Background: an optimization exercise with open tools, aiming at small area, a short achievable clock period and few clock cycles per item. Do not read the settings as production practice. RTL that was checked went through simulation tests only; none was proved equivalent to the original. No functional check of the RTL was part of runs 1 to 3. No activity file was given, so power comes from the tool's default toggle rates.

==> design.v <==
`default_nettype none
package feeder_pkg;
    typedef logic [31:0]  bus_addr_t;
    typedef logic [31:0]  bus_data_t;
    typedef logic [15:0]  word_t;
    typedef logic [511:0] line_t;
    typedef logic [4:0]   word_idx_t;
    typedef logic [14:0]  len_t;
    typedef logic [14:0]  sram_idx_t;
    typedef logic [7:0]   opcode_t;
    localparam opcode_t OP_LOAD_INPUT  = 8'd9;
    localparam opcode_t OP_LOAD_WEIGHT = 8'd10;
    localparam bus_addr_t REG_DRAM_ADDR = 32'h0000_2024;
    localparam bus_addr_t REG_DRAM_LEN  = 32'h0000_2028;
    localparam bus_addr_t REG_XFER      = 32'h0000_2030;
    localparam bus_addr_t REG_SRAM_IDX  = 32'h0000_2034;
    localparam bus_addr_t REG_DATA_TYPE = 32'h0000_2038;
    localparam bus_addr_t REG_BUSY      = 32'h0000_0020;
    localparam int unsigned LINE_BYTES = 64;
    typedef struct packed {
        len_t      len;
        logic      weight;
    } xfer_cfg_t;
    typedef struct packed {
        logic      valid;
        opcode_t   opcode;
        word_t     data;
        sram_idx_t idx;
    } load_cmd_t;
endpackage
`default_nettype wire
`default_nettype none
module feeder_regs #(
    parameter feeder_pkg::bus_addr_t BUS_BASE = 32'hC400_0000
) (
    input  logic                  clk_i,
    input  logic                  rst_i,
    input  logic                  host_strobe_i,
    input  logic                  host_rw_i,
    input  feeder_pkg::bus_addr_t host_addr_i,
    input  feeder_pkg::bus_data_t host_wdata_i,
    output logic                  host_ready_o,
    output feeder_pkg::bus_data_t host_rdata_o,
    input  logic                  busy_i,
    output feeder_pkg::xfer_cfg_t cfg_o,
    output logic                  addr_we_o,
    output logic                  idx_we_o,
    output logic                  start_o
);
    localparam feeder_pkg::bus_addr_t ADDR_DRAM_ADDR = BUS_BASE + feeder_pkg::REG_DRAM_ADDR;
    localparam feeder_pkg::bus_addr_t ADDR_DRAM_LEN  = BUS_BASE + feeder_pkg::REG_DRAM_LEN;
    localparam feeder_pkg::bus_addr_t ADDR_XFER      = BUS_BASE + feeder_pkg::REG_XFER;
    localparam feeder_pkg::bus_addr_t ADDR_SRAM_IDX  = BUS_BASE + feeder_pkg::REG_SRAM_IDX;
    localparam feeder_pkg::bus_addr_t ADDR_DATA_TYPE = BUS_BASE + feeder_pkg::REG_DATA_TYPE;
    localparam feeder_pkg::bus_addr_t ADDR_BUSY      = BUS_BASE + feeder_pkg::REG_BUSY;
    logic wr_en;
    logic rd_en;
    logic busy_q;
    assign wr_en     = host_strobe_i && host_rw_i;
    assign rd_en     = host_strobe_i && !host_rw_i;
    assign addr_we_o = wr_en && (host_addr_i == ADDR_DRAM_ADDR);
    assign idx_we_o  = wr_en && (host_addr_i == ADDR_SRAM_IDX);
    always_ff @(posedge clk_i) begin
        if (rst_i) begin
            start_o <= 1'b0;
        end else begin
            start_o <= wr_en && (host_addr_i == ADDR_XFER);
        end
    end
    always_ff @(posedge clk_i) begin
        if (rst_i) begin
            cfg_o.weight <= 1'b0;
        end else if (wr_en && (host_addr_i == ADDR_DATA_TYPE)) begin
            cfg_o.weight <= host_wdata_i[0];
        end
    end
    always_ff @(posedge clk_i) begin
        if (wr_en && (host_addr_i == ADDR_DRAM_LEN)) begin
            cfg_o.len <= feeder_pkg::len_t'(host_wdata_i);
        end
    end
    always_ff @(posedge clk_i) begin
        if (rst_i) begin
            host_ready_o <= 1'b0;
        end else begin
            host_ready_o <= host_strobe_i;
        end
    end
    always_ff @(posedge clk_i) begin
        if (rst_i) begin
            busy_q <= 1'b0;
        end else if (rd_en && (host_addr_i == ADDR_BUSY)) begin
            busy_q <= busy_i || start_o;
        end
    end
    assign host_rdata_o = feeder_pkg::bus_data_t'(busy_q);
endmodule
`default_nettype wire
`default_nettype none
module dram_read_req (
    input  logic                  clk_i,
    input  logic                  rst_i,
    input  logic                  addr_we_i,
    input  feeder_pkg::bus_data_t wdata_i,
    input  logic                  start_i,
    input  feeder_pkg::xfer_cfg_t cfg_i,
    output feeder_pkg::word_idx_t first_word_o,
    input  logic                  fifo_addr_full_i,
    input  logic                  fifo_rw_full_i,
    output logic                  dram_addr_valid_o,
    output feeder_pkg::bus_addr_t dram_addr_o,
    output logic                  busy_o
);
    logic [30:0] addr_q;
    logic        active_q;    
    logic        rewind_q;    
    logic        valid_q;     
    logic        first_q;     
    logic [9:0]  full_q;
    logic [1:0]  part_q;
    logic [5:0]  part_words;
    logic [1:0]  part_lines;
    logic        full_zero;
    logic        last_step;
    logic        step;
    logic        fifo_ready;
    logic [25:0] line_next;
    assign part_words = 6'(cfg_i.len[4:0]) + 6'(addr_q[4:0]);
    assign part_lines = (part_words == 6'd0)  ? 2'd0 :
                        (part_words <= 6'd32) ? 2'd1 : 2'd2;
    assign full_zero  = (full_q == '0);
    assign last_step  = full_zero ? (part_q == 2'd1) : ((full_q == 10'd1) && (part_q == 2'd0));
    assign step       = valid_q || rewind_q;
    assign fifo_ready = !fifo_addr_full_i && !fifo_rw_full_i;
    always_comb begin
        logic carry;
        carry = 1'b1;
        for (int i = 0; i < 26; i++) begin
            line_next[i] = addr_q[5 + i] ^ carry;
            carry        = carry & (addr_q[5 + i] ^ rewind_q);
        end
    end
    always_ff @(posedge clk_i) begin
        if (rst_i) begin
            active_q <= 1'b0;
            rewind_q <= 1'b0;
            valid_q  <= 1'b0;
        end else if (start_i) begin
            active_q <= 1'b1;
            valid_q  <= fifo_ready;
        end else if (valid_q) begin
            valid_q <= 1'b0;
            if (last_step) begin
                active_q <= 1'b0;
                rewind_q <= 1'b1;
            end
        end else if (rewind_q) begin
            if (last_step) begin
                rewind_q <= 1'b0;
            end
        end else begin
            valid_q <= active_q && fifo_ready;
        end
    end
    always_ff @(posedge clk_i) begin
        if (rst_i) begin
            addr_q <= '0;
        end else if (addr_we_i) begin
            addr_q <= wdata_i[31:1];
        end else if (step) begin
            addr_q[30:5] <= line_next;
        end
    end
    always_ff @(posedge clk_i) begin
        if (start_i || (valid_q && last_step)) begin
            full_q <= cfg_i.len[14:5];
            part_q <= part_lines;
        end else if (step) begin
            if (full_zero) begin
                part_q <= part_q - 1'b1;
            end else begin
                full_q <= full_q - 1'b1;
            end
        end
    end
    always_ff @(posedge clk_i) begin
        if (start_i) begin
            first_q <= 1'b1;
        end else if (valid_q) begin
            first_q <= 1'b0;
        end
    end
    assign dram_addr_valid_o = valid_q;
    assign dram_addr_o       = {addr_q[30:5], addr_q[4:0] & {5{first_q}}, 1'b0};
    assign first_word_o      = addr_q[4:0];
    assign busy_o            = active_q || rewind_q;
endmodule
`default_nettype wire
`default_nettype none
module gemm_load_feeder (
    input  logic                  clk_i,
    input  logic                  rst_i,
    input  logic                  idx_we_i,
    input  feeder_pkg::bus_data_t wdata_i,
    input  logic                  start_i,
    input  feeder_pkg::xfer_cfg_t cfg_i,
    input  feeder_pkg::word_idx_t first_word_i,
    input  logic                  fifo_data_empty_i,
    input  feeder_pkg::line_t     dram_line_i,
    output logic                  fifo_data_rd_en_o,
    output feeder_pkg::load_cmd_t load_cmd_o,
    output logic                  busy_o
);
    feeder_pkg::sram_idx_t idx_q;
    logic                  restore_q;   
    logic                  active_q;    
    logic [3:0]            ptr_lo_q;    
    logic [7:0]            ptr_hi_q;    
    feeder_pkg::len_t      left_q;      
    logic                  pop_q;       
    logic                  pop_only_q;  
    logic                  fresh_q;     
    logic                  valid_q;
    feeder_pkg::word_t     data_q;
    logic                  take;
    logic                  last_word;
    logic                  next_last;
    logic                  at_30;
    logic                  at_31;
    feeder_pkg::word_t     word;
    assign take      = active_q && !fifo_data_empty_i && !pop_only_q;
    assign last_word = (left_q == 15'd1);
    assign at_30     = ptr_hi_q[7] && ptr_lo_q[2];
    assign at_31     = ptr_hi_q[7] && ptr_lo_q[3];
    assign next_last = (left_q == 15'd2) || at_30;
    always_ff @(posedge clk_i) begin
        if (rst_i) begin
            active_q   <= 1'b0;
            restore_q  <= 1'b0;
            pop_q      <= 1'b0;
            pop_only_q <= 1'b0;
            valid_q    <= 1'b0;
        end else begin
            valid_q    <= take;
            restore_q  <= take && last_word;
            pop_only_q <= 1'b0;
            if (start_i) begin
                active_q <= 1'b1;
                pop_q    <= 1'b0;
            end else if (take) begin
                if (last_word) begin
                    active_q <= 1'b0;
                end
                if (pop_q) begin
                    pop_q <= 1'b0;
                end else if (at_31 || last_word) begin
                    pop_q      <= 1'b1;
                    pop_only_q <= 1'b1;
                end else begin
                    pop_q <= next_last;
                end
            end else if (pop_only_q) begin
                pop_q <= 1'b0;
            end
        end
    end
    always_ff @(posedge clk_i) begin
        if (start_i) begin
            ptr_lo_q <= 4'(1) << first_word_i[1:0];
            ptr_hi_q <= 8'(1) << first_word_i[4:2];
            left_q   <= cfg_i.len;
            fresh_q  <= 1'b1;
        end else if (take) begin
            ptr_lo_q <= {ptr_lo_q[2:0], ptr_lo_q[3]};
            if (ptr_lo_q[3]) begin
                ptr_hi_q <= {ptr_hi_q[6:0], ptr_hi_q[7]};
            end
            left_q   <= left_q - 1'b1;
            fresh_q  <= 1'b0;
        end
    end
    always_ff @(posedge clk_i) begin
        if (rst_i) begin
            idx_q <= '0;
        end else if (idx_we_i) begin
            idx_q <= feeder_pkg::sram_idx_t'(wdata_i);
        end else if (take && !fresh_q) begin
            idx_q <= idx_q + 1'b1;
        end else if (restore_q) begin
            idx_q <= idx_q - cfg_i.len + 1'b1;
        end
    end
    always_comb begin
        word = '0;
        for (int k = 0; k < 32; k++) begin
            word = word | (dram_line_i[16*k +: 16] & {16{ptr_lo_q[k % 4] & ptr_hi_q[k / 4]}});
        end
    end
    always_ff @(posedge clk_i) begin
        data_q <= word;
    end
    assign load_cmd_o.valid  = valid_q;
    assign load_cmd_o.opcode = cfg_i.weight ? feeder_pkg::OP_LOAD_WEIGHT
                                            : feeder_pkg::OP_LOAD_INPUT;
    assign load_cmd_o.data   = data_q;
    assign load_cmd_o.idx    = idx_q;
    assign fifo_data_rd_en_o = pop_q;
    assign busy_o            = active_q;
endmodule
`default_nettype wire
`default_nettype none
module data_feeder_top #(
    parameter feeder_pkg::bus_addr_t BUS_BASE = 32'hC400_0000
) (
    input  logic                  clk_i,
    input  logic                  rst_i,
    input  logic                  host_strobe_i,
    input  logic                  host_rw_i,
    input  feeder_pkg::bus_addr_t host_addr_i,
    input  feeder_pkg::bus_data_t host_wdata_i,
    output logic                  host_ready_o,
    output feeder_pkg::bus_data_t host_rdata_o,
    input  logic                  fifo_addr_full_i,
    input  logic                  fifo_rw_full_i,
    input  logic                  fifo_data_empty_i,
    input  feeder_pkg::line_t     dram_line_i,
    output logic                  dram_addr_valid_o,
    output feeder_pkg::bus_addr_t dram_addr_o,
    output logic                  fifo_data_rd_en_o,
    output feeder_pkg::load_cmd_t load_cmd_o
);
    feeder_pkg::xfer_cfg_t xfer_cfg;
    logic                  xfer_start;
    logic                  addr_we;
    logic                  idx_we;
    feeder_pkg::word_idx_t first_word;
    logic                  req_busy;
    logic                  load_busy;
    feeder_regs #(
        .BUS_BASE (BUS_BASE)
    ) feeder_regs_inst (
        .clk_i         (clk_i),
        .rst_i         (rst_i),
        .host_strobe_i (host_strobe_i),
        .host_rw_i     (host_rw_i),
        .host_addr_i   (host_addr_i),
        .host_wdata_i  (host_wdata_i),
        .host_ready_o  (host_ready_o),
        .host_rdata_o  (host_rdata_o),
        .busy_i        (req_busy || load_busy),
        .cfg_o         (xfer_cfg),
        .addr_we_o     (addr_we),
        .idx_we_o      (idx_we),
        .start_o       (xfer_start)
    );
    dram_read_req dram_read_req_inst (
        .clk_i             (clk_i),
        .rst_i             (rst_i),
        .addr_we_i         (addr_we),
        .wdata_i           (host_wdata_i),
        .start_i           (xfer_start),
        .cfg_i             (xfer_cfg),
        .first_word_o      (first_word),
        .fifo_addr_full_i  (fifo_addr_full_i),
        .fifo_rw_full_i    (fifo_rw_full_i),
        .dram_addr_valid_o (dram_addr_valid_o),
        .dram_addr_o       (dram_addr_o),
        .busy_o            (req_busy)
    );
    gemm_load_feeder gemm_load_feeder_inst (
        .clk_i             (clk_i),
        .rst_i             (rst_i),
        .idx_we_i          (idx_we),
        .wdata_i           (host_wdata_i),
        .start_i           (xfer_start),
        .cfg_i             (xfer_cfg),
        .first_word_i      (first_word),
        .fifo_data_empty_i (fifo_data_empty_i),
        .dram_line_i       (dram_line_i),
        .fifo_data_rd_en_o (fifo_data_rd_en_o),
        .load_cmd_o        (load_cmd_o),
        .busy_o            (load_busy)
    );
endmodule
`default_nettype wire
==> flow/run.sh <==
#!/bin/bash
# Standard ORFS layout, with the port buffers made of the smallest buffer cell.
set -euo pipefail
export BUFFER_PORTS_ARGS="-buffer_cell sky130_fd_sc_hd__buf_1"
bash standard.sh finish > standard.log 2>&1
==> standard.sh <==
#!/bin/bash
# synth_recipe.tcl (not shown) runs the flow's synth.tcl, then flattens the netlist and writes it again
# the make line also repeats each setting of config.mk as NAME=value (left out here)
make -C /OpenROAD-flow-scripts/flow DESIGN_CONFIG=/design/flow/config.mk WORK_HOME=/design/flow/orfs CLKGATE_MAP_FILE= SYNTH_SCRIPT=/design/flow/synth_recipe.tcl "${@:-finish}"
==> config.mk <==
export PLATFORM = sky130hd
export DESIGN_NAME = data_feeder_top
export DESIGN_NICKNAME = data_feeder_top
export VERILOG_FILES = /design/flow/design.v
export SDC_FILE = /design/flow/constraint.sdc
export NUM_CORES = 4
export LEC_CHECK = 0
export ABC_CLOCK_PERIOD_IN_PS = 2500
export CAP_MARGIN = 20
export CORE_AREA = 5 5 235 235
export DIE_AREA = 0 0 240 240
export SETUP_SLACK_MARGIN = 2.5
export SLEW_MARGIN = 20
==> constraint.sdc <==
create_clock -name core_clock -period 5.0 [get_ports {clk_i}]
set_input_delay 1.0000 -clock core_clock [delete_from_list [all_inputs] [get_ports {clk_i}]]
set_output_delay 1.0000 -clock core_clock [all_outputs]
set_load 0.01 [all_outputs]
==> flow_summary.ini, run 1 <==
[outcome]
run_status = timing/DRC/antenna clean

[placed_design]
place_area_um2 = 13970
io_buffers = 651
gp_congestion = 1.086
hpwl_mm = 81.89
placed_cells_incl_taps = 2575

[synthesis]
synth_top_area_cell = edfxtp_1
synth-seq-area-share_pct = 28.91
synth-edff-count = 54
synth_top_area_share_pct = 14.92
synth.distinct_cells = 79
ys_ff_latch = 130
syn-instance-count = 1294
synth_flop_cell = dfxtp_1
synthTopCellsByArea = edfxtp_1 (15%), dfxtp_1 (14%), a22oi_1 (6.6%)
async_flop_share_pct = 0
yosysWarnings = 3
synth_area_um2 = 10870
avgSynthCellArea_um2 = 8.402

[floorplanning]
coreArea_um2 = 52450
fp.dieH_um = 240
fp-row-count = 84
num_io_pins = 690
die_w_um = 240
dieArea_um2 = 57600
initial_core_util_pct = 20.73

[clocking]
cts_tree = yes
clock_latency_ns = 0.45
clkTransAtPathRegs_ns = 0.07
clockBufferDepth = 2
cts_num_sinks = 130
htreeDepth = 4
cts_buffers = 17
root_buffer = clkbuf_16

[power_and_ir_drop]
p_leak_nw = 5.295
p_sw_uw = 861.1
switching_share_pct = 30.02
power_frac_comb_pct = 14.7
seqPwrFrac_pct = 38.3
power_frac_clock_pct = 47.0
peakVddDrop_uv = 382.8
internal-power_mw = 2.007
power_density_nw_per_um2 = 187.7

[grt]
grt_pass1_wl_mm = 123.0
gr-total-overflow = 0
grt_pass1_vias = 14470
antenna_found_initial = 80
grt_usage_pct = 31.03
grt_start_max_net_pins = 53

[setup_path]
cp-end-kind = flip-flop
crit_type = reg -> reg
r2r-start = gemm_load_feeder_inst.ptr_hi_q[5]
worstPathMaxFanout = 11
arrival_ns = 2.87
max_stage_delay_ns = 0.62
worstPathRequired_ns = 5.32
path_cells = buf_4 -> and2_1 -> buf_4 -> a22o_1 -> a221oi_1 -> nand3_1 -> nor3_1 -> nand3_1
cpMaxStageDelayCell = a221oi_1
start_kind = flip-flop
startpoint = gemm_load_feeder_inst.ptr_hi_q[5]

[routing]
antenna_left = 0
wl_per_cell_um = 35.62
routed_via_density = 5.584
vias = 15030
first_iter_violations = 1768
drt-pass1-iter-count = 7
wl_mm = 95.88
drc = 0

[cells_and_area]
fin_util_pct = 29.13
postLayoutCellArea_um2 = 15280
mostFrequentLayoutCells = buf_1 (650), a22oi_1 (96), nand2_1 (88)
final_common_cell = buf_1
regArea_um2 = 3158
n_fill_cell = 5914
syn2layout_area_growth_pct = 40.55
multi_input_area_um2 = 7330
layoutNonFillerInstCount = 2692
drive_above_1_share_pct = 9.114
fin_nets = 2565

[sta]
finalClockSkew_ns = 0.008821
max_freq_mhz = 391.7
maxSlewViolCount = 0
finalHoldViolCount = 0
tightest_slew_ns = 1.030
fin_crit_ns = 2.553
slew_headroom_pct = 31.11
fin_crit_sh_pct = 51.06
rsz0062_at_grt = true
setup_viol = 0
fin_setup_tns_ns = 0
worst_hold_slack_ns = 0.4933

[job]
max_cap_viol_count = 0

[hold_path]
hp-class = reg -> reg
hp-start = feeder_regs_inst.busy_q
synth_stat cells, types with 5 or more instances:
cell and number:
inv_1 42, buf_4 42, a22oi_1 96, and3_1 8, o21a_1 6, a21oi_1 49, a222oi_1 32, nand4_1 31
o21ai_0 63, or3_1 5, nor4b_1 6, and4b_1 5, a31oi_1 7, nor3_1 27, buf_1 11, nor3b_1 5
clkbuf_1 77, nand3_1 37, and2_0 5, mux2i_1 15, o2111ai_1 5, xor2_1 34, edfxtp_1 54, xnor2_1 24
dfxtp_1 76, nor2b_1 13, a32o_1 5, o211ai_1 6, nand2_1 90, o22ai_1 10, or4_1 9, ha_1 40
a22o_1 71, nand2b_1 14, nor4_1 11, and2_1 30, a211oi_1 27, a221oi_1 44, o32ai_1 5, nor2_1 77
o2bb2ai_1 7, a21o_1 7
layer usage:
metal,vias to the layer above,track usage (%),part of all wire [%]
li1,6390,-,-
met1,7318,35.36,36
met2,1023,47.18,44
met3,262,15.01,13
met4,38,18.31,6.6
met5,-,0,0.25
what timing repair did:
| item | 4_1_cts | 5_1_grt |
|---|---|---|
| setup buffers | 20 | 13 |
| hold buffers | 0 | 0 |
| pin swaps | 7 | 18 |
| resized for setup | 35 | 53 |
| setup endpoints to repair | 46 | 93 |
| cloned | 0 | 1 |
power groups by stage:
stage | Combinational [mW] | Clock (mW) | Sequential (mW)
3_3_place_gp | 0.410 | 0 | 1.12
5_1_grt | 0.435 | 1.41 | 1.10
3_5_place_dp | 0.406 | 0 | 1.12
6_report | 0.423 | 1.35 | 1.10
2_1_floorplan | 0.121 | 0 | 1.12
4_1_cts | 0.409 | 1.38 | 1.10
worst paths after layout:
kind         depth (start not counted)  slack [ns]                         endpoint
max reg2reg                          8        2.45  gemm_load_feeder_inst.data_q[5]
max                                  8        2.45  gemm_load_feeder_inst.data_q[5]
min reg2reg                          2        0.49          feeder_regs_inst.busy_q
min                                  2        0.49          feeder_regs_inst.busy_q
cell type report:
type / instances / share of cell area [%]
Clock buffer: 20 / 3.063
Sequential cell: 130 / 20.67
Inverter: 44 / 1.122
Clock inverter: 12 / 0.8926
Timing Repair Buffer: 723 / 19.82
Antenna cell: 51 / 0.8352
Multi-Input combinational cell: 1024 / 47.97
Tap cell: 688 / 5.634
critical path: cells and delay by family, from the launching register on:
kind	cells	cell delay, ns
buffers and inverters	2	0.39
AOI/OAI and AO/OA	2	0.90
DFF	1	0.47
and+or+nand+nor	4	0.64
logic make-up (layout without fill, tap and decap cells):
group / after synthesis / after routing / share of synthesized area [%]
other: 2 / 89 / 0.06908
XOR/XNOR: 59 / 59 / 4.880
adder cells (fa/ha/maj): 42 / 42 / 4.972
AND/OR/NAND/NOR: 394 / 394 / 19.05
buffers and inverters: 176 / 799 / 7.550
AO/OA/AOI/OAI: 475 / 475 / 33.09
multiplexers: 16 / 16 / 1.485
flip-flops: 130 / 130 / 28.91
through the flow:
stage | setup WS (ns) | total power, mW
final | 2.447 | 2.868
after global routing | 2.391 | 2.947
after CTS | 2.454 | 2.893
after detailed placement | 1.920 | 1.529
after global placement | 1.905 | 1.533
after floorplan | 2.431 | 1.244
flip-flops by register name (all words and copies together) (netlist names), 2 cells and up:
signal and flops:
dram_read_req_inst.addr_q 31, dram_read_req_inst.full_q 10, dram_read_req_inst.part_q 2, feeder_regs_inst.cfg_o 16
gemm_load_feeder_inst.data_q 16, gemm_load_feeder_inst.idx_q 15, gemm_load_feeder_inst.left_q 15, gemm_load_feeder_inst.ptr_hi_q 8
gemm_load_feeder_inst.ptr_lo_q 4
==> inputs of run 2 (changes only) <==
--- a/design.v
+++ b/design.v
@@ -21,2 +21,3 @@
         len_t      len;
+        sram_idx_t sram_idx;
         logic      weight;
@@ -46,3 +47,2 @@
     output logic                  addr_we_o,
-    output logic                  idx_we_o,
     output logic                  start_o
@@ -58,2 +58,4 @@
     logic busy_q;
+    logic idx_set_q;
+    feeder_pkg::sram_idx_t idx_q;
     assign wr_en     = host_strobe_i && host_rw_i;
@@ -61,3 +63,2 @@
     assign addr_we_o = wr_en && (host_addr_i == ADDR_DRAM_ADDR);
-    assign idx_we_o  = wr_en && (host_addr_i == ADDR_SRAM_IDX);
     always_ff @(posedge clk_i) begin
@@ -72,6 +73,18 @@
             cfg_o.weight <= 1'b0;
-        end else if (wr_en && (host_addr_i == ADDR_DATA_TYPE)) begin
-            cfg_o.weight <= host_wdata_i[0];
+            idx_set_q    <= 1'b0;
+        end else if (wr_en) begin
+            if (host_addr_i == ADDR_DATA_TYPE) begin
+                cfg_o.weight <= host_wdata_i[0];
+            end
+            if (host_addr_i == ADDR_SRAM_IDX) begin
+                idx_set_q <= 1'b1;
+            end
+        end
+    end
+    always_ff @(posedge clk_i) begin
+        if (wr_en && (host_addr_i == ADDR_SRAM_IDX)) begin
+            idx_q <= feeder_pkg::sram_idx_t'(host_wdata_i);
         end
     end
+    assign cfg_o.sram_idx = idx_q & {15{idx_set_q}};
     always_ff @(posedge clk_i) begin
@@ -202,4 +215,2 @@
     input  logic                  rst_i,
-    input  logic                  idx_we_i,
-    input  feeder_pkg::bus_data_t wdata_i,
     input  logic                  start_i,
@@ -214,6 +225,4 @@
     feeder_pkg::sram_idx_t idx_q;
-    logic                  restore_q;   
     logic                  active_q;    
-    logic [3:0]            ptr_lo_q;    
-    logic [7:0]            ptr_hi_q;    
+    logic [31:0]           sel_q;       
     feeder_pkg::len_t      left_q;      
@@ -221,3 +230,2 @@
     logic                  pop_only_q;  
-    logic                  fresh_q;     
     logic                  valid_q;
@@ -232,4 +240,4 @@
     assign last_word = (left_q == 15'd1);
-    assign at_30     = ptr_hi_q[7] && ptr_lo_q[2];
-    assign at_31     = ptr_hi_q[7] && ptr_lo_q[3];
+    assign at_30     = sel_q[30];
+    assign at_31     = sel_q[31];
     assign next_last = (left_q == 15'd2) || at_30;
@@ -238,3 +246,2 @@
             active_q   <= 1'b0;
-            restore_q  <= 1'b0;
             pop_q      <= 1'b0;
@@ -244,3 +251,2 @@
             valid_q    <= take;
-            restore_q  <= take && last_word;
             pop_only_q <= 1'b0;
@@ -268,13 +274,7 @@
         if (start_i) begin
-            ptr_lo_q <= 4'(1) << first_word_i[1:0];
-            ptr_hi_q <= 8'(1) << first_word_i[4:2];
+            sel_q    <= 32'(1) << first_word_i;
             left_q   <= cfg_i.len;
-            fresh_q  <= 1'b1;
         end else if (take) begin
-            ptr_lo_q <= {ptr_lo_q[2:0], ptr_lo_q[3]};
-            if (ptr_lo_q[3]) begin
-                ptr_hi_q <= {ptr_hi_q[6:0], ptr_hi_q[7]};
-            end
+            sel_q    <= {sel_q[30:0], sel_q[31]};
             left_q   <= left_q - 1'b1;
-            fresh_q  <= 1'b0;
         end
@@ -282,10 +282,6 @@
     always_ff @(posedge clk_i) begin
-        if (rst_i) begin
-            idx_q <= '0;
-        end else if (idx_we_i) begin
-            idx_q <= feeder_pkg::sram_idx_t'(wdata_i);
-        end else if (take && !fresh_q) begin
+        if (start_i) begin
+            idx_q <= cfg_i.sram_idx;
+        end else if (valid_q) begin
             idx_q <= idx_q + 1'b1;
-        end else if (restore_q) begin
-            idx_q <= idx_q - cfg_i.len + 1'b1;
         end
@@ -295,3 +291,3 @@
         for (int k = 0; k < 32; k++) begin
-            word = word | (dram_line_i[16*k +: 16] & {16{ptr_lo_q[k % 4] & ptr_hi_q[k / 4]}});
+            word = word | (dram_line_i[16*k +: 16] & {16{sel_q[k]}});
         end
@@ -334,3 +330,2 @@
     logic                  addr_we;
-    logic                  idx_we;
     feeder_pkg::word_idx_t first_word;
@@ -352,3 +347,2 @@
         .addr_we_o     (addr_we),
-        .idx_we_o      (idx_we),
         .start_o       (xfer_start)
@@ -372,4 +366,2 @@
         .rst_i             (rst_i),
-        .idx_we_i          (idx_we),
-        .wdata_i           (host_wdata_i),
         .start_i           (xfer_start),
--- a/config.mk
+++ b/config.mk
@@ -10,2 +10,5 @@
 export CORE_AREA = 5 5 235 235
+export CTS_BUF_LIST = sky130_fd_sc_hd__clkbuf_8
+export CTS_CLUSTER_DIAMETER = 80
+export CTS_CLUSTER_SIZE = 40
 export DIE_AREA = 0 0 240 240
==> run 2 against run 1 <==
Still clean. Cell count is 4.2% lower. Setup slack improved by 0.092 ns. Global-route usage is 1.4 points higher. Area after synthesis increased by 0.91%. Core utilization decreased by 0.92 points. Sequential cell count up 34. Cell area is 3.1% lower. Critical path depth fell by 4. Via count down 5.7%. Sequential power up about 30%. Clock skew up 0.014 ns. Critical endpoint is now gemm_load_feeder_inst.data_q[1]. Highest routed layer unchanged.
==> flow_summary.ini, run 2 <==
[routing]
routed_via_density = 5.499
drt-pass1-iter-count = 6
first_iter_violations = 1542
wl_mm = 99.00
wl_per_cell_um = 38.40
vias = 14180
antenna_left = 0
drc = 0

[cells_and_area]
final_common_cell = buf_1
postLayoutCellArea_um2 = 14800
syn2layout_area_growth_pct = 34.90
n_fill_cell = 5830
drive_above_1_share_pct = 6.377
largestRegisters = gemm_load_feeder_inst.sel_q: 32 flops, dram_read_req_inst.addr_q: 31 flops
largest_register_ff_count = 32
fin_nets = 2403
largest-register = gemm_load_feeder_inst.sel_q
fin_util_pct = 28.22
mostFrequentLayoutCells = buf_1 (651), a22oi_1 (193), edfxtp_1 (104)

[floorplanning]
initial_core_util_pct = 20.92
fp.dieH_um = 240
num_io_pins = 690
fp-row-count = 84
die_w_um = 240
dieArea_um2 = 57600
coreArea_um2 = 52450

[grt]
antenna_found_initial = 118
grt_pass1_wl_mm = 125.1
grt_usage_pct = 32.40
gr-total-overflow = 0
grt_pass1_vias = 13790
grt_start_max_net_pins = 94

[synthesis]
synth_top_family_by_area = compound AO/OA/AOI/OAI gates
synth_area_um2 = 10970
synth-simple-area-share_pct = 17.96
synth.distinct_cells = 66
async_flop_share_pct = 0
synth_top_area_cell = edfxtp_1
synth-edff-count = 104
synth_mux_area_share_pct = 0.9922
synth_commonest_cells = a22oi_1 (193), edfxtp_1 (104), clkbuf_1 (92)
synth-seq-area-share_pct = 39.42
synth_flop_cell = edfxtp_1
yosysMostFrequentCell = a22oi_1
synthTopCellsByArea = edfxtp_1 (28%), a22oi_1 (13%), dfxtp_1 (11%)
yosys.area_share.adder_pct = 1.665
ys_ff_latch = 164
synth_top_area_share_pct = 28.47
synth-compound-area-share_pct = 26.90
yosysWarnings = 4
syn-instance-count = 1197
avgSynthCellArea_um2 = 9.165
synth_xor_area_share_pct = 4.790

[setup_path]
r2r-start = gemm_load_feeder_inst.sel_q[29]
worstPathRequired_ns = 5.37
arrival_ns = 2.83
critPathTopFamily = simple AND/OR/NAND/NOR gates
startpoint = gemm_load_feeder_inst.sel_q[29]
worst-r2r-setup-slack_ns = 2.54
path_cells = buf_4 -> a22oi_1 -> nand4_1 -> or4_1
path_buf_inv = 1
crit_type = reg -> reg
max_stage_delay_ns = 0.63
cp-end-kind = flip-flop
start_kind = flip-flop
worstPathMaxFanout = 11
cpMaxStageDelayCell = edfxtp_1

[placed_design]
pre_cts_ws_ns = 1.718
hpwl_mm = 83.83
gp_congestion = 1.020
io_buffers = 651
place_area_um2 = 14050

[hold_path]
hp-start = feeder_regs_inst.idx_set_q
hp-class = reg -> reg

[job]
max_cap_viol_count = 0

[sta]
fin_crit_sh_pct = 49.22
finalClockSkew_ns = 0.02298
tightest_slew_ns = 1.233
rsz0062_at_grt = false
final.setup.worst_slack_ns = 2.539
fin_crit_ns = 2.461
finalHoldViolCount = 0
slew_headroom_pct = 17.80
maxSlewViolCount = 0
max_freq_mhz = 406.3
fin_setup_tns_ns = 0
setup_viol = 0

[clocking]
hold_buffers = 0
clkTransAtPathRegs_ns = 0.10
cts_buffers = 17
root_buffer = clkbuf_8
clock_latency_ns = 0.50
cts_tree = yes
htreeDepth = 4
cts_num_sinks = 164
clockBufferDepth = 2

[power_and_ir_drop]
p_leak_nw = 4.766
peakVddDrop_uv = 162.3
power_density_nw_per_um2 = 191.4

[outcome]
run_status = timing/DRC/antenna clean
==> run 2: cell count changes after synthesis, moves of 23 or more <==
cell      before  now
a222oi_1      32    0
ha_1          40   13
o22ai_1       10   34
o21ai_0       63   29
a22oi_1       96  193
nor2_1        77   47
edfxtp_1      54  104
nand2_1       90   67
a22o_1        71   32
==> run 2: layer usage <==
layer / vias to the layer above / track usage, % / share of wire [%]
met5: - / 0 / 0.19
met4: 30 / 19.29 / 6.3
met3: 257 / 16.20 / 13
met2: 1021 / 49.75 / 45
met1: 6948 / 36.19 / 36
li1: 5921 / - / -
==> run 2: report_power, final <==
| part | leakage [nW] | total, mW | internal (mW) | switching (mW) |
|---|---|---|---|---|
| registers | 1.30 | 1.43 | 1.43 | 0.00324 |
| clock network | 0.199 | 0.990 | 0.414 | 0.577 |
| logic | 3.27 | 0.413 | 0.162 | 0.251 |
==> run 2: area by class of cell <==
| class | instances | area [um^2] | share of cell area, % |
|---|---|---|---|
| Inverter | 49 | 183.9 | 1.243 |
| Tap cell | 688 | 860.8 | 5.817 |
| Antenna cell | 71 | 177.7 | 1.201 |
| Timing Repair Buffer | 697 | 2821 | 19.06 |
| Clock buffer | 18 | 247.7 | 1.674 |
| Clock inverter | 14 | 133.9 | 0.9046 |
| Multi-Input combinational cell | 877 | 6030 | 40.74 |
| Sequential cell | 164 | 4344 | 29.35 |
==> run 2: kinds of logic after synthesis <==
| group | after synthesis |
|---|---|
| compound gates | 405 |
| xor+xnor | 60 |
| fa+ha+maj | 14 |
| buf+inv | 192 |
| flops | 164 |
| mux | 9 |
| other cells | 2 |
| simple gates | 351 |
==> run 2: stage by stage <==
| step | hold WS, ns | cells | total power, mW |
|---|---|---|---|
| 2_1_floorplan | 0.4331 | 1233 | 1.588 |
| 3_3_place_gp | 0.4482 | 2462 | 1.858 |
| 3_5_place_dp | 0.4562 | 2462 | 1.861 |
| 4_1_cts | 0.4796 | 2501 | 2.850 |
| 5_1_grt | 0.5064 | 2548 | 2.930 |
| 6_report | 0.4761 | 2578 | 2.832 |
==> run 2: path summary, 6_finish.rpt <==
path / endpoint / depth (start not counted)
min: feeder_regs_inst.idx_set_q / 1
max: gemm_load_feeder_inst.data_q[1] / 4
max reg2reg: gemm_load_feeder_inst.data_q[1] / 4
min reg2reg: feeder_regs_inst.idx_set_q / 1
==> run 2: repair_timing <==
| action | 4_1_cts | 5_1_grt |
|---|---|---|
| setup buffers | 7 | 6 |
| pin swaps | 1 | 1 |
| resized for setup | 14 | 8 |
| setup endpoints to repair | 36 | 29 |
| endpoints found under the hold margin | 0 | 0 |
==> inputs of run 3 (changes only) <==
--- a/design.v
+++ b/design.v
@@ -136,3 +136,5 @@
     logic        full_zero;
-    logic        last_step;
+    logic        last_q;      
+    logic        one_line;    
+    logic        two_left;    
     logic        step;
@@ -144,3 +146,7 @@
     assign full_zero  = (full_q == '0);
-    assign last_step  = full_zero ? (part_q == 2'd1) : ((full_q == 10'd1) && (part_q == 2'd0));
+    assign one_line   = (cfg_i.len[14:5] == 10'd0) ? (part_lines == 2'd1) :
+                        ((cfg_i.len[14:5] == 10'd1) && (part_lines == 2'd0));
+    assign two_left   = full_zero ? (part_q == 2'd2) :
+                        (full_q == 10'd1) ? (part_q == 2'd1) :
+                        ((full_q == 10'd2) && (part_q == 2'd0));
     assign step       = valid_q || rewind_q;
@@ -165,3 +171,3 @@
             valid_q <= 1'b0;
-            if (last_step) begin
+            if (last_q) begin
                 active_q <= 1'b0;
@@ -170,3 +176,3 @@
         end else if (rewind_q) begin
-            if (last_step) begin
+            if (last_q) begin
                 rewind_q <= 1'b0;
@@ -187,6 +193,8 @@
     always_ff @(posedge clk_i) begin
-        if (start_i || (valid_q && last_step)) begin
+        if (start_i || (valid_q && last_q)) begin
             full_q <= cfg_i.len[14:5];
             part_q <= part_lines;
+            last_q <= one_line;
         end else if (step) begin
+            last_q <= two_left;
             if (full_zero) begin
--- a/config.mk
+++ b/config.mk
@@ -10,4 +10,4 @@
 export CORE_AREA = 5 5 235 235
-export CTS_BUF_LIST = sky130_fd_sc_hd__clkbuf_8
-export CTS_CLUSTER_DIAMETER = 80
+export CTS_BUF_LIST = sky130_fd_sc_hd__clkbuf_8 sky130_fd_sc_hd__clkbuf_16
+export CTS_CLUSTER_DIAMETER = 150
 export CTS_CLUSTER_SIZE = 40
==> run 3 against run 2 <==
Sequential power about the same. Cell area up 0.73%. Still clean. First-iteration DRC count unchanged. Area after synthesis down 0.74%. Non-clock buffer count up 7. Hold slack worse by 0.011 ns. Setup slack worse by 0.078 ns. Cell count down 0.74%. Global-route usage down 4.0 points.
==> flow_summary.ini, run 3 <==
[synthesis]
synthTopCellsByArea = edfxtp_1 (29%), a22oi_1 (13%), dfxtp_1 (11%)
synth-edff-count = 105
yosysWarnings = 4
syn-instance-count = 1205
synth_top_area_cell = edfxtp_1
ys_ff_latch = 165
async_flop_share_pct = 0
synth-seq-area-share_pct = 39.99
avgSynthCellArea_um2 = 9.037
synth.distinct_cells = 61
synth_area_um2 = 10890
synth_commonest_cells = a22oi_1 (192), edfxtp_1 (105), clkbuf_1 (98)
synth_top_area_share_pct = 28.96
synth_flop_cell = edfxtp_1
yosysMostFrequentCell = a22oi_1

[clocking]
clock_latency_ns = 0.48
clkTransAtPathRegs_ns = 0.08
htreeDepth = 4
cts_buffers = 17
cts_tree = yes
root_buffer = clkbuf_16
hold_buffers = 0
clockBufferDepth = 2
cts_num_sinks = 165

[floorplanning]
num_io_pins = 690
initial_core_util_pct = 20.76
fp-row-count = 84
fp.dieH_um = 240
coreArea_um2 = 52450
die_w_um = 240
dieArea_um2 = 57600

[grt]
grt_pass1_wl_mm = 111.6
grt_usage_pct = 28.40
gr-total-overflow = 0
antenna_found_initial = 69
grt_start_max_net_pins = 77
grt_pass1_vias = 13590

[routing]
vias = 13760
maxUsedRoutingLayer = met5
met1_length_mm = 30.90
routed-wl-met2_mm = 37.94
wl_per_cell_um = 33.97
drc = 0
routed_via_density = 5.376
wl_mm = 86.93
wl_met3_mm = 13.51
first_iter_violations = 1542
antenna_left = 0
drt-pass1-iter-count = 6

[cells_and_area]
largest-register = gemm_load_feeder_inst.sel_q
largest_register_ff_count = 32
largestRegisters = gemm_load_feeder_inst.sel_q: 32 flops, dram_read_req_inst.addr_q: 31 flops
n_fill_cell = 5755
final_common_cell = buf_1
regArea_um2 = 4372
syn2layout_area_growth_pct = 36.90
layoutNonFillerInstCount = 2559
drive_above_1_share_pct = 6.641
fin_nets = 2423
mostFrequentLayoutCells = buf_1 (650), a22oi_1 (192), edfxtp_1 (105)
multi_input_area_um2 = 5933

[outcome]
run_status = timing/DRC/antenna clean

[power_and_ir_drop]
p_sw_uw = 876.4
peakVddDrop_uv = 289.1
power_frac_clock_pct = 44.1
power_frac_comb_pct = 11.5
switching_share_pct = 27.18
p_leak_nw = 4.912
seqPwrFrac_pct = 44.4
internal-power_mw = 2.348
power_density_nw_per_um2 = 216.3

[sta]
max_freq_mhz = 393.9
finalClockSkew_ns = 0.02582
fin_setup_tns_ns = 0
setup_viol = 0
fin_crit_sh_pct = 50.78
finalHoldViolCount = 0
maxSlewViolCount = 0
fin_crit_ns = 2.539
tightest_slew_ns = 1.207
rsz0062_at_grt = true
slew_headroom_pct = 19.53

[placed_design]
placed_cells_incl_taps = 2477
gp_congestion = 1.112
io_buffers = 651
hpwl_mm = 70.43

[setup_path]
arrival_ns = 2.89
max_stage_delay_ns = 0.68
path_cells = buf_4 -> a22oi_1 -> nand4_1 -> or4_1
worstPathRequired_ns = 5.35
critPathTopFamily = simple AND/OR/NAND/NOR gates
cp-end-kind = flip-flop
path_buf_inv = 1
start_kind = flip-flop
worstPathMaxFanout = 10
crit_type = reg -> reg
cpMaxStageDelayCell = edfxtp_1

[hold_path]
hp-class = reg -> reg

[job]
max_cap_viol_count = 0
-- run 3: cell count changes in the layout (fill, tap and decap cells not counted), moves of 10 or more --
| cell | change |
|---|---|
| diode_2 | -37 |
| nor2_1 | +26 |
| clkbuf_8 | -18 |
| clkbuf_16 | +17 |
| nand2_1 | +15 |
| o21ai_0 | +10 |
| o31ai_1 | -10 |
-- run 3: worst register-to-register path: cells and delay by family, from the launching register on --
family | cells | cell delay, ns
flops | 1 | 0.68
buf+inv | 1 | 0.34
simple gates | 2 | 0.81
compound gates | 1 | 0.60
-- run 3: area by class of cell --
class                   instances  share of cell area [%]
diodes                         34                  0.5708
clock buffers                  17                   2.854
clock inverters                15                   1.284
inverters                      47                   1.183
multi-input cells             889                   39.80
flip-flops and latches        165                   29.33
well taps                     688                   5.775
repair buffers                704                   19.20
-- run 3: repair_timing --
action | in CTS | in global routing
pin swaps | 10 | 5
resized for setup | 13 | 15
setup endpoints to repair | 30 | 28
setup buffers | 11 | 5
-- run 3: final timing paths --
path              slack (ns)                               to  depth (start not counted)                       startpoint
hold / removal          0.46       feeder_regs_inst.idx_set_q                          1       feeder_regs_inst.idx_set_q
setup reg to reg        2.46  gemm_load_feeder_inst.data_q[3]                          4  gemm_load_feeder_inst.sel_q[30]
hold reg to reg         0.46       feeder_regs_inst.idx_set_q                          1       feeder_regs_inst.idx_set_q
setup / recovery        2.46  gemm_load_feeder_inst.data_q[3]                          4  gemm_load_feeder_inst.sel_q[30]
-- run 3: power groups by stage --
stage	clock network, mW	logic [mW]	registers [mW]
floorplan	0	0.115	1.47
global placement	0	0.351	1.47
detailed placement	0	0.351	1.47
CTS	1.46	0.353	1.43
global route	1.52	0.387	1.43
finish	1.42	0.369	1.43
-- run 3: kinds of logic (layout without fill, tap and decap cells) --
group / after synthesis / in the layout / share of synthesized area (%)
other cells: 2 / 72 / 0.06897
buf+inv: 187 / 783 / 7.894
flops: 165 / 165 / 39.99
simple gates: 360 / 360 / 17.63
xor+xnor: 60 / 60 / 4.826
fa+ha+maj: 16 / 16 / 1.907
mux: 8 / 8 / 0.7354
compound gates: 407 / 407 / 26.96
-- run 3: per-layer routing --
layer,GRT usage (%),up-vias
met5,0,-
met4,14.15,38
met3,18.85,250
li1,-,5890
met1,30.91,6593
met2,42.47,986
-- run 3: through the flow --
step	hold slack (ns)	total power, mW	cell area [um^2]	utilization (%)	worst slack [ns]
2_1_floorplan	0.4361	1.581	11060	-	2.109
3_5_place_dp	0.4494	1.816	13970	26.63	1.768
3_3_place_gp	0.4453	1.816	13970	26.63	1.821
6_report	0.4647	3.224	14910	28.42	2.461
5_1_grt	0.4715	3.336	14860	28.34	2.409
4_1_cts	0.4660	3.246	14710	28.05	2.448
==> inputs of run 4 (changes only) <==
--- a/design.v
+++ b/design.v
@@ -234,3 +234,4 @@
     logic                  active_q;    
-    logic [31:0]           sel_q;       
+    logic [3:0]            ptr_lo_q;    
+    logic [7:0]            ptr_hi_q;    
     feeder_pkg::len_t      left_q;      
@@ -248,4 +249,4 @@
     assign last_word = (left_q == 15'd1);
-    assign at_30     = sel_q[30];
-    assign at_31     = sel_q[31];
+    assign at_30     = ptr_hi_q[7] && ptr_lo_q[2];
+    assign at_31     = ptr_hi_q[7] && ptr_lo_q[3];
     assign next_last = (left_q == 15'd2) || at_30;
@@ -282,6 +283,10 @@
         if (start_i) begin
-            sel_q    <= 32'(1) << first_word_i;
+            ptr_lo_q <= 4'(1) << first_word_i[1:0];
+            ptr_hi_q <= 8'(1) << first_word_i[4:2];
             left_q   <= cfg_i.len;
         end else if (take) begin
-            sel_q    <= {sel_q[30:0], sel_q[31]};
+            ptr_lo_q <= {ptr_lo_q[2:0], ptr_lo_q[3]};
+            if (ptr_lo_q[3]) begin
+                ptr_hi_q <= {ptr_hi_q[6:0], ptr_hi_q[7]};
+            end
             left_q   <= left_q - 1'b1;
@@ -299,3 +304,3 @@
         for (int k = 0; k < 32; k++) begin
-            word = word | (dram_line_i[16*k +: 16] & {16{sel_q[k]}});
+            word = word | (dram_line_i[16*k +: 16] & {16{ptr_lo_q[k % 4] & ptr_hi_q[k / 4]}});
         end
==> run 4 against run 3 <==
Clock skew shrank 0.011 ns. Area after synthesis shrank 5.1%. Non-clock buffer count grew 4. Cell area shrank 2.9%. Largest cell class unchanged.
==> flow_summary.ini, run 4 <==
[outcome]
run_status = timing/DRC/antenna clean

[routing]
routed_via_density = 5.301
wl_mm = 81.59
vias = 13500
drc = 0
wl_per_cell_um = 32.05
antenna_left = 0
first_iter_violations = 1257
drt-pass1-iter-count = 9

[sta]
fin_setup_tns_ns = 0
fin_crit_ns = 2.498
worst_hold_slack_ns = 0.4627
max_freq_mhz = 400.3
finalClockSkew_ns = 0.01476
setup_viol = 0
rsz0062_at_grt = true
maxSlewViolCount = 0
fin_crit_sh_pct = 49.96
slew_headroom_pct = 28.72
tightest_slew_ns = 1.069
finalHoldViolCount = 0
final.setup.worst_slack_ns = 2.502

[cells_and_area]
drive_above_1_share_pct = 7.486
largest-register = dram_read_req_inst.addr_q
fin_nets = 2416
mostFrequentLayoutCells = buf_1 (650), a22oi_1 (121), nand2_1 (92)
syn2layout_area_growth_pct = 40.00
multi_input_area_um2 = 6126
final_common_cell = buf_1
regArea_um2 = 3780
largest_register_ff_count = 31
n_fill_cell = 5817
postLayoutCellArea_um2 = 14470
largestRegisters = dram_read_req_inst.addr_q: 31 flops, feeder_regs_inst.cfg_o: 16 flops, gemm_load_feeder_inst.data_q: 16 flops

[setup_path]
start_kind = flip-flop
worstPathRequired_ns = 5.36
worstPathMaxFanout = 5
arrival_ns = 2.86
cp-end-kind = flip-flop
crit_type = reg -> reg

[floorplanning]
die_w_um = 240
coreArea_um2 = 52450
initial_core_util_pct = 19.71
dieArea_um2 = 57600
num_io_pins = 690
fp.dieH_um = 240
fp-row-count = 84

[clocking]
clock_latency_ns = 0.46
htreeDepth = 4
clockBufferDepth = 2
hold_buffers = 0
cts_num_sinks = 145
cts_tree = yes
root_buffer = clkbuf_16
cts_buffers = 17
clkTransAtPathRegs_ns = 0.07

[synthesis]
synth-edff-count = 85
yosysWarnings = 4
synth_xor_area_share_pct = 5.506
synth_top_area_cell = edfxtp_1
ys_ff_latch = 145
synth-seq-area-share_pct = 36.31
synth_top_family_by_area = compound AO/OA/AOI/OAI gates
synth-compound-area-share_pct = 29.57
synth_area_um2 = 10340
avgSynthCellArea_um2 = 8.673
yosys.area_share.adder_pct = 2.009
synthTopCellsByArea = edfxtp_1 (25%), dfxtp_1 (12%), a22oi_1 (8.9%)
synth_flop_cell = edfxtp_1
synth.distinct_cells = 64
yosysMostFrequentCell = a22oi_1
synth_top_area_share_pct = 24.69
synth_commonest_cells = a22oi_1 (123), nand2_1 (93), nor2_1 (90)
async_flop_share_pct = 0
synth_mux_area_share_pct = 1.368
synth-simple-area-share_pct = 17.62
syn-instance-count = 1192

[power_and_ir_drop]
peakVddDrop_uv = 181.9
power_density_nw_per_um2 = 203.0
total_power_mw = 2.938
p_leak_nw = 4.717

[placed_design]
pre_cts_ws_ns = 1.206
gp_congestion = 1.013
io_buffers = 651
place_area_um2 = 13320
hpwl_mm = 66.09

[grt]
grt_pass1_vias = 13160
grt_usage_pct = 26.66
antenna_found_initial = 77
grt_pass1_wl_mm = 106.5
gr-total-overflow = 0
grt_start_max_net_pins = 57

[job]
max_cap_viol_count = 0

[hold_path]
hp-class = reg -> reg
## run 4: cell count changes after synthesis, sizes merged, moves of 14 or more
| cell | change |
|---|---|
| a221oi | -26 |
| a222oi | +49 |
| a22oi | -69 |
| a31oi | +14 |
| a32oi | +16 |
| buf | +23 |
| clkbuf | -24 |
| edfxtp | -20 |
| inv | -19 |
| nand4 | -27 |
| nor2 | +17 |
| o21ai | +24 |
| or4 | -14 |
## run 4: final timing paths
check / to / slack, ns / startpoint / cells past startpoint
hold / removal: feeder_regs_inst.idx_set_q / 0.46 / feeder_regs_inst.idx_set_q / 2
setup / recovery: dram_read_req_inst.addr_q[30] / 2.50 / dram_read_req_inst.addr_q[5] / 6
hold reg to reg: feeder_regs_inst.idx_set_q / 0.46 / feeder_regs_inst.idx_set_q / 2
setup reg to reg: dram_read_req_inst.addr_q[30] / 2.50 / dram_read_req_inst.addr_q[5] / 6
## run 4: power breakdown
| group | switching (mW) | internal, mW |
|---|---|---|
| registers | 0.0000830 | 1.25 |
| clock network | 0.628 | 0.709 |
| logic | 0.190 | 0.162 |
| total | 0.818 | 2.12 |
## run 4: kinds of logic after synthesis
kind of cell,count (synthesis)
AO/OA/AOI/OAI,423
AND/OR/NAND/NOR,360
buffers and inverters,167
adder cells (fa/ha/maj),16
multiplexers,14
other,2
flip-flops,145
XOR/XNOR,65
## run 4: timing repair
action / in CTS / in global routing
gates cloned: 1 / 0
buffers inserted: 25 / 7
resized for setup: 32 / 23
setup endpoints to repair: 86 / 42
pin swaps: 6 / 12
## run 4: metal layers
metal  global-route usage (%)  share of wire (%)  wire length [um]
met3                    15.52                 15             11840
met5                    1.599               0.34               274
met4                    9.525                3.5              2857
met1                    31.19                 38             30720
met2                    40.57                 44             35910
## run 4: per-stage QoR
step | instances | utilization [%]
global route | 2531 | 27.53
finish | 2546 | 27.60
CTS | 2511 | 27.18
floorplan | 1228 | -
global placement | 2453 | 25.38
detailed placement | 2453 | 25.39
## run 4: worst max-delay path: stages (launching register included)
cell	delay [ns]
dfxtp_4	0.36
or4b_4	0.53
o32a_1	0.41
nor3_4	0.29
nand4_4	0.15
or3_1	0.38
a311oi_1	0.27
## run 4: area by class of cell
cell class                 count  area share, %
inverter                      28         0.8558
timing repair buffer         708          20.15
sequential                   145          26.12
tap                          688          5.947
clock inverter                15          1.184
multi-input combinational    917          42.32
clock buffer                  17          2.939
antenna                       28         0.4841
Testbench counts of run 4, summed over its fixed seeds: cycles 185,016, words 174,743.
==> inputs of run 5 (changes only) <==
--- a/config.mk
+++ b/config.mk
@@ -10,4 +10,4 @@
 export CORE_AREA = 5 5 235 235
-export CTS_BUF_LIST = sky130_fd_sc_hd__clkbuf_8 sky130_fd_sc_hd__clkbuf_16
-export CTS_CLUSTER_DIAMETER = 150
+export CTS_BUF_LIST = sky130_fd_sc_hd__clkbuf_8
+export CTS_CLUSTER_DIAMETER = 80
 export CTS_CLUSTER_SIZE = 40
==> run 5 against run 4 <==
Still clean on timing, DRC and antenna. Critical path depth did not move. Clock power shrank 25%. Area after synthesis unchanged. Count of clock-buffer cells in the layout is the same. Cell area down 1.4%. Critical endpoint is now dram_read_req_inst.addr_q[27]. Largest cell class unchanged.
==> flow_summary.ini, run 5 <==
[setup_path]
path_cells = or4b_4 -> mux2_4 -> nor3b_4 -> nand3_1 -> or3_1 -> a311oi_1
rr_worst_depth = 6
path_depth = 6
worst-r2r-setup-slack_ns = 2.50
r2r_end = dram_read_req_inst.addr_q[27]
max_stage_delay_ns = 0.54
critPathTopFamily = simple AND/OR/NAND/NOR gates
cp-end-kind = flip-flop
crit_type = reg -> reg
arrival_ns = 2.92
cpMaxStageDelayCell = or4b_4
cp-endpoint = dram_read_req_inst.addr_q[27]
r2r-start = dram_read_req_inst.addr_q[10]
start_kind = flip-flop
worstPathRequired_ns = 5.42
startpoint = dram_read_req_inst.addr_q[10]
path_buf_inv = 0
worstPathMaxFanout = 7

[floorplanning]
fp.dieH_um = 240
initial_core_util_pct = 19.71
coreArea_um2 = 52450
dieArea_um2 = 57600
die_w_um = 240
fp-row-count = 84
num_io_pins = 690

[clocking]
clockBufferDepth = 2
cts_buffers = 17
htreeDepth = 4
clock_latency_ns = 0.52
root_buffer = clkbuf_8
cts_num_sinks = 145
cts_tree = yes
hold_buffers = 0
clkTransAtPathRegs_ns = 0.10

[job]
max_cap_viol_count = 0

[cells_and_area]
final_common_cell = buf_1
layoutNonFillerInstCount = 2547
n_fill_cell = 5831
mostFrequentLayoutCells = buf_1 (646), a22oi_1 (121), nand2_1 (92)
largest_register_ff_count = 31
syn2layout_area_growth_pct = 38.09
fin_util_pct = 27.22
largest-register = dram_read_req_inst.addr_q
fin_nets = 2415
largestRegisters = dram_read_req_inst.addr_q: 31 flops, feeder_regs_inst.cfg_o: 16 flops, gemm_load_feeder_inst.data_q: 16 flops
drive_above_1_share_pct = 7.709

[grt]
grt_pass1_wl_mm = 106.1
busiest_layer = met2
grt_start_max_net_pins = 57
gr-total-overflow = 0
antenna_found_initial = 78
grt.met3_usage_pct = 15.65
grt_util_met2_pct = 40.24
met1_usage_pct = 31.19
grt_pass1_vias = 13110
grt_usage_pct = 26.57

[sta]
maxSlewViolCount = 0
worst_hold_slack_ns = 0.4698
fin_crit_ns = 2.503
slew_headroom_pct = 27.85
finalClockSkew_ns = 0.01923
fin_crit_sh_pct = 50.05
setup_viol = 0
max_freq_mhz = 399.6
fin_setup_tns_ns = 0
rsz0062_at_grt = true
final.setup.worst_slack_ns = 2.497
tightest_slew_ns = 1.082
finalHoldViolCount = 0

[routing]
routed_via_density = 5.296
wl_per_cell_um = 31.82
drt-pass1-iter-count = 6
first_iter_violations = 1350
drc = 0
vias = 13490
wl_mm = 81.05
antenna_left = 0

[hold_path]
hp-class = reg -> reg

[synthesis]
synth-edff-count = 85
synth.distinct_cells = 64
avgSynthCellArea_um2 = 8.673
syn-instance-count = 1192
async_flop_share_pct = 0
synth_top_area_cell = edfxtp_1
synthTopCellsByArea = edfxtp_1 (25%), dfxtp_1 (12%), a22oi_1 (8.9%)
synth_commonest_cells = a22oi_1 (123), nand2_1 (93), nor2_1 (90)
synth-seq-area-share_pct = 36.31
synth_area_um2 = 10340
ys_ff_latch = 145
yosysWarnings = 4
yosysMostFrequentCell = a22oi_1
synth_top_area_share_pct = 24.69
synth_flop_cell = edfxtp_1

[placed_design]
placed_cells_incl_taps = 2453
gp_congestion = 1.013
io_buffers = 651
hpwl_mm = 66.09
pre_cts_ws_ns = 1.206

[power_and_ir_drop]
p_leak_nw = 4.664
power_density_nw_per_um2 = 182.4
peakVddDrop_uv = 140.7

[outcome]
run_status = timing/DRC/antenna clean
==> run 5: changes by cell type in the layout (fill, tap and decap cells not counted), moves of 2 or more <==
cell,previous run,this run
clkbuf_16,17,0
clkbuf_8,0,17
buf_1,650,646
buf_2,0,3
diode_2,28,30
==> run 5: layout make-up <==
type | count | area (um^2) | share of cell area, %
diodes | 30 | 75.07 | 0.5259
flip-flops and latches | 145 | 3781 | 26.49
repair buffers | 707 | 2902 | 20.32
clock inverters | 15 | 171.4 | 1.201
multi-input cells | 917 | 6128 | 42.93
well taps | 688 | 860.8 | 6.030
clock buffers | 17 | 234.0 | 1.639
inverters | 28 | 123.9 | 0.8677
==> run 5: what timing repair did <==
item / in CTS / in global routing
pin swaps: 5 / 6
setup endpoints to repair: 86 / 59
buffers inserted: 20 / 11
cloned: 1 / 0
resized for setup: 36 / 26
==> run 5: tightest hold or removal path: stages (launching register included) <==
cell	delay, ns
dfxtp_1	0.33
nor2_1	0.04
nor2_1	0.07
==> run 5: logic make-up (layout without fill, tap and decap cells) <==
logic type      Yosys count  after routing  synth area share, %
compound gates          423            423                29.57
xor+xnor                 65             65                5.507
fa+ha+maj                16             16                2.009
buf+inv                 167            767                7.552
flops                   145            145                36.31
mux                      14             14                1.367
other cells               2             68              0.07264
simple gates            360            361                17.62
==> run 5: per-layer routing <==
| layer | vias to the layer above | share of wire, % |
|---|---|---|
| li1 | 5888 | - |
| met1 | 6453 | 38 |
| met2 | 928 | 44 |
| met3 | 177 | 14 |
| met4 | 42 | 3.6 |
| met5 | - | 0.37 |
==> run 5: stage by stage <==
| step | total power [mW] | area, um^2 |
|---|---|---|
| 3_3_place_gp | 1.614 | 13310 |
| 2_1_floorplan | 1.402 | 10480 |
| 5_1_grt | 2.718 | 14230 |
| 6_report | 2.604 | 14280 |
| 4_1_cts | 2.644 | 14020 |
| 3_5_place_dp | 1.616 | 13320 |
==> run 5: worst min-delay path by stage <==
stage	startpoint	to	slack (ns)	cells after the start
3_5_place_dp	feeder_regs_inst.idx_set_q	feeder_regs_inst.idx_set_q	0.45	2
3_3_place_gp	feeder_regs_inst.idx_set_q	feeder_regs_inst.idx_set_q	0.44	2
5_1_grt	feeder_regs_inst.idx_set_q	feeder_regs_inst.idx_set_q	0.52	2
2_1_floorplan	feeder_regs_inst.idx_set_q	feeder_regs_inst.idx_set_q	0.43	2
6_report	feeder_regs_inst.idx_set_q	feeder_regs_inst.idx_set_q	0.47	2
4_1_cts	feeder_regs_inst.idx_set_q	feeder_regs_inst.idx_set_q	0.48	2
==> run 5: where the power goes <==
part	switching, mW	leakage [nW]	internal, mW	total (mW)
Clock	0.587	0.204	0.416	1.00
Sequential	0.0000828	1.20	1.25	1.25
Combinational	0.189	3.26	0.162	0.351
==> inputs of run 6 (changes only) <==
==> flow/run.sh (replaced) <==
#!/bin/bash
# Standard ORFS layout, with the port buffers made of the smallest buffer
# cell and ABC sizing its gates for a heavier load than a single gate input.
set -euo pipefail
export BUFFER_PORTS_ARGS="-buffer_cell sky130_fd_sc_hd__buf_1"
bash standard.sh ABC_LOAD_IN_FF=15 finish > standard.log 2>&1
--- a/config.mk
+++ b/config.mk
@@ -10,4 +10,4 @@
 export CORE_AREA = 5 5 235 235
-export CTS_BUF_LIST = sky130_fd_sc_hd__clkbuf_8
-export CTS_CLUSTER_DIAMETER = 80
+export CTS_BUF_LIST = sky130_fd_sc_hd__clkbuf_8 sky130_fd_sc_hd__clkbuf_16
+export CTS_CLUSTER_DIAMETER = 150
 export CTS_CLUSTER_SIZE = 40
==> run 6 against run 5 <==
Cell area up 1.7%. Clock skew down 0.0055 ns. Total power up 14%. Combinational power up 3%. Setup slack worse by 0.044 ns. Maximum frequency down 1.7%. Die area unchanged. Critical path depth unchanged. Clock power up 36%. Critical endpoint is now dram_read_req_inst.addr_q[30]. Largest power group is now clock.
==> flow_summary.ini, run 6 <==
[sta]
fin_crit_ns = 2.547
finalClockSkew_ns = 0.01373
fin_crit_sh_pct = 50.93
finalHoldViolCount = 0
rsz0062_at_grt = true
max_freq_mhz = 392.7
slew_headroom_pct = 35.30
fin_setup_tns_ns = 0
maxSlewViolCount = 0
setup_viol = 0
tightest_slew_ns = 0.9670

[clocking]
clock_latency_ns = 0.44
clkTransAtPathRegs_ns = 0.07
cts_buffers = 17
root_buffer = clkbuf_16
cts_tree = yes
htreeDepth = 4
clockBufferDepth = 2
cts_num_sinks = 145
hold_buffers = 0

[cells_and_area]
drive_above_1_share_pct = 7.545
largest_register_ff_count = 31
n_fill_cell = 5799
mostFrequentLayoutCells = buf_1 (650), a22oi_1 (123), nand2_1 (92)
final_common_cell = buf_1
syn2layout_area_growth_pct = 38.97
postLayoutCellArea_um2 = 14520
largest-register = dram_read_req_inst.addr_q
largestRegisters = dram_read_req_inst.addr_q: 31 flops, feeder_regs_inst.cfg_o: 16 flops, gemm_load_feeder_inst.data_q: 16 flops
fin_nets = 2415

[floorplanning]
initial_core_util_pct = 19.92
fp.dieH_um = 240
die_w_um = 240
fp-row-count = 84
num_io_pins = 690
coreArea_um2 = 52450
dieArea_um2 = 57600

[synthesis]
synth-edff-count = 85
synth_area_um2 = 10450
synth-seq-area-share_pct = 35.94
async_flop_share_pct = 0
synthTopCellsByArea = edfxtp_1 (24%), dfxtp_1 (11%), a22oi_1 (8.8%)
avgSynthCellArea_um2 = 8.661
ys_ff_latch = 145
yosysWarnings = 4
synth_commonest_cells = a22oi_1 (123), clkbuf_1 (94), nand2_1 (93)
synth_top_area_share_pct = 24.44
synth.distinct_cells = 69
synth_top_area_cell = edfxtp_1
syn-instance-count = 1206
yosysMostFrequentCell = a22oi_1
synth_flop_cell = edfxtp_1

[setup_path]
crit_type = reg -> reg
arrival_ns = 2.89
worstPathRequired_ns = 5.34
worstPathMaxFanout = 5
start_kind = flip-flop
cp-end-kind = flip-flop

[routing]
wl_per_cell_um = 31.33
antenna_left = 0
wl_mm = 79.76
drc = 0
routed_via_density = 5.348
drt-pass1-iter-count = 10
vias = 13620
first_iter_violations = 1691

[grt]
antenna_found_initial = 64
grt_pass1_vias = 13270
grt_usage_pct = 25.82
grt_start_max_net_pins = 56
grt_pass1_wl_mm = 104.3
gr-total-overflow = 0

[placed_design]
place_area_um2 = 13400
io_buffers = 651
hpwl_mm = 65.32
gp_congestion = 1.021

[power_and_ir_drop]
power_density_nw_per_um2 = 205.0
peakVddDrop_uv = 224.3
p_leak_nw = 4.748

[job]
max_cap_viol_count = 0

[hold_path]
hp-class = reg -> reg

[outcome]
run_status = timing/DRC/antenna clean
run 6: what timing repair did:
item | CTS | global route
pin swaps | 2 | 13
resized for setup | 23 | 31
gates cloned | 1 | 0
endpoints found under the setup margin | 75 | 61
buffers inserted | 13 | 14
run 6: worst max-delay path, cell delays in order (launching register included):
cell      delay (ns)
dfxtp_4         0.35
or4b_4          0.54
o32a_1          0.41
nor3_4          0.33
nand4_4         0.16
or3_1           0.41
a311oi_2        0.25
run 6: area by class of cell:
cell class	count	area, um^2	share of cell area, %
inverter	28	123.9	0.8534
sequential	145	3774	26.00
tap	688	860.8	5.931
clock buffer	21	514.2	3.543
timing repair buffer	707	2915	20.08
antenna	29	72.57	0.5000
clock inverter	11	106.4	0.7327
multi-input combinational	917	6148	42.36
run 6: worst paths after layout:
path / start / depth (start not counted) / slack, ns / end
worst min-delay path: feeder_regs_inst.idx_set_q / 2 / 0.49 / feeder_regs_inst.idx_set_q
worst max register to register: dram_read_req_inst.addr_q[6] / 6 / 2.45 / dram_read_req_inst.addr_q[30]
worst min register to register: feeder_regs_inst.idx_set_q / 2 / 0.49 / feeder_regs_inst.idx_set_q
worst max-delay path: dram_read_req_inst.addr_q[6] / 6 / 2.45 / dram_read_req_inst.addr_q[30]
run 6: per-stage QoR:
| step | worst slack, ns | utilization (%) | power, mW | cells | hold slack, ns |
|---|---|---|---|---|---|
| final | 2.453 | 27.68 | 2.976 | 2546 | 0.4864 |
| after global routing | 2.372 | 27.59 | 3.083 | 2528 | 0.4956 |
| after CTS | 2.412 | 27.11 | 2.999 | 2503 | 0.4904 |
| after detailed placement | 1.475 | 25.56 | 1.625 | 2457 | 0.4634 |
| after global placement | 1.551 | 25.56 | 1.624 | 2457 | 0.4409 |
| after floorplan | 2.489 | - | 1.402 | 1242 | 0.4324 |
run 6: cells by family (layout without fill, tap and decap cells):
kind of cell	after synthesis	after routing	synth area share, %
AO/OA/AOI/OAI	423	423	29.59
XOR/XNOR	65	65	5.450
adder cells (fa/ha/maj)	16	16	1.989
buffers and inverters	181	767	7.990
flip-flops	145	145	35.94
multiplexers	14	14	1.389
other	2	67	0.07190
AND/OR/NAND/NOR	360	361	17.58
run 6: metal layers:
| layer | routed length, um | up-vias | global-route usage [%] |
|---|---|---|---|
| met5 | 162 | - | 0 |
| met4 | 2497 | 28 | 8.356 |
| met3 | 10240 | 181 | 12.14 |
| met2 | 34650 | 983 | 38.65 |
| met1 | 32210 | 6538 | 33.00 |
| li1 | - | 5885 | - |
run 6: report_power, final:
| group | total, mW | internal [mW] | leakage (nW) | switching [mW] |
|---|---|---|---|---|
| logic | 0.362 | 0.161 | 3.24 | 0.200 |
| registers | 1.25 | 1.25 | 1.20 | 0.000136 |
| clock network | 1.36 | 0.760 | 0.312 | 0.603 |

## re-timing with driven ports
The flow's constraints put no driver on any port. The routed layouts listed below were extracted and timed again, unchanged, in two steps.
Step 1 (the two cells are an assumption about what drives the block):
set clk [get_ports {clk_i}]
set_driving_cell -lib_cell sky130_fd_sc_hd__clkbuf_16 $clk
set_driving_cell -lib_cell sky130_fd_sc_hd__buf_2 [delete_from_list [all_inputs] $clk]
Step 2 also shifts input and output timing later by t, the mid clock arrival at the registers, as if the neighbouring blocks saw the same clock.
Slacks: no drivers / after step 1 / after step 2; pairs: no drivers / after step 1.
run | t, ns | slack for setup (ns) | clock arrival spread, ns | worst slew at a driven data input, ns
run 1 | 0.500 | 2.447 / 2.447 / 2.101 | 0.010 / 0.010 | 0.23
run 2 | 0.536 | 2.539 / 2.525 / 2.104 | 0.023 / 0.023 | 0.24
run 3 | 0.527 | 2.461 / 2.461 / 2.233 | 0.026 / 0.026 | 0.25
run 4 | 0.510 | 2.502 / 2.502 / 2.144 | 0.017 / 0.017 | 0.27
run 5 | 0.560 | 2.497 / 2.497 / 2.024 | 0.019 / 0.019 | 0.26
run 6 | 0.488 | 2.453 / 2.453 / 2.178 | 0.017 / 0.017 | 0.25
After both steps setup and hold are still met in every run listed. For run 5, which loses most, drivers alone change the setup slack by 0.000 ns; drivers and shift together by -0.473 ns.
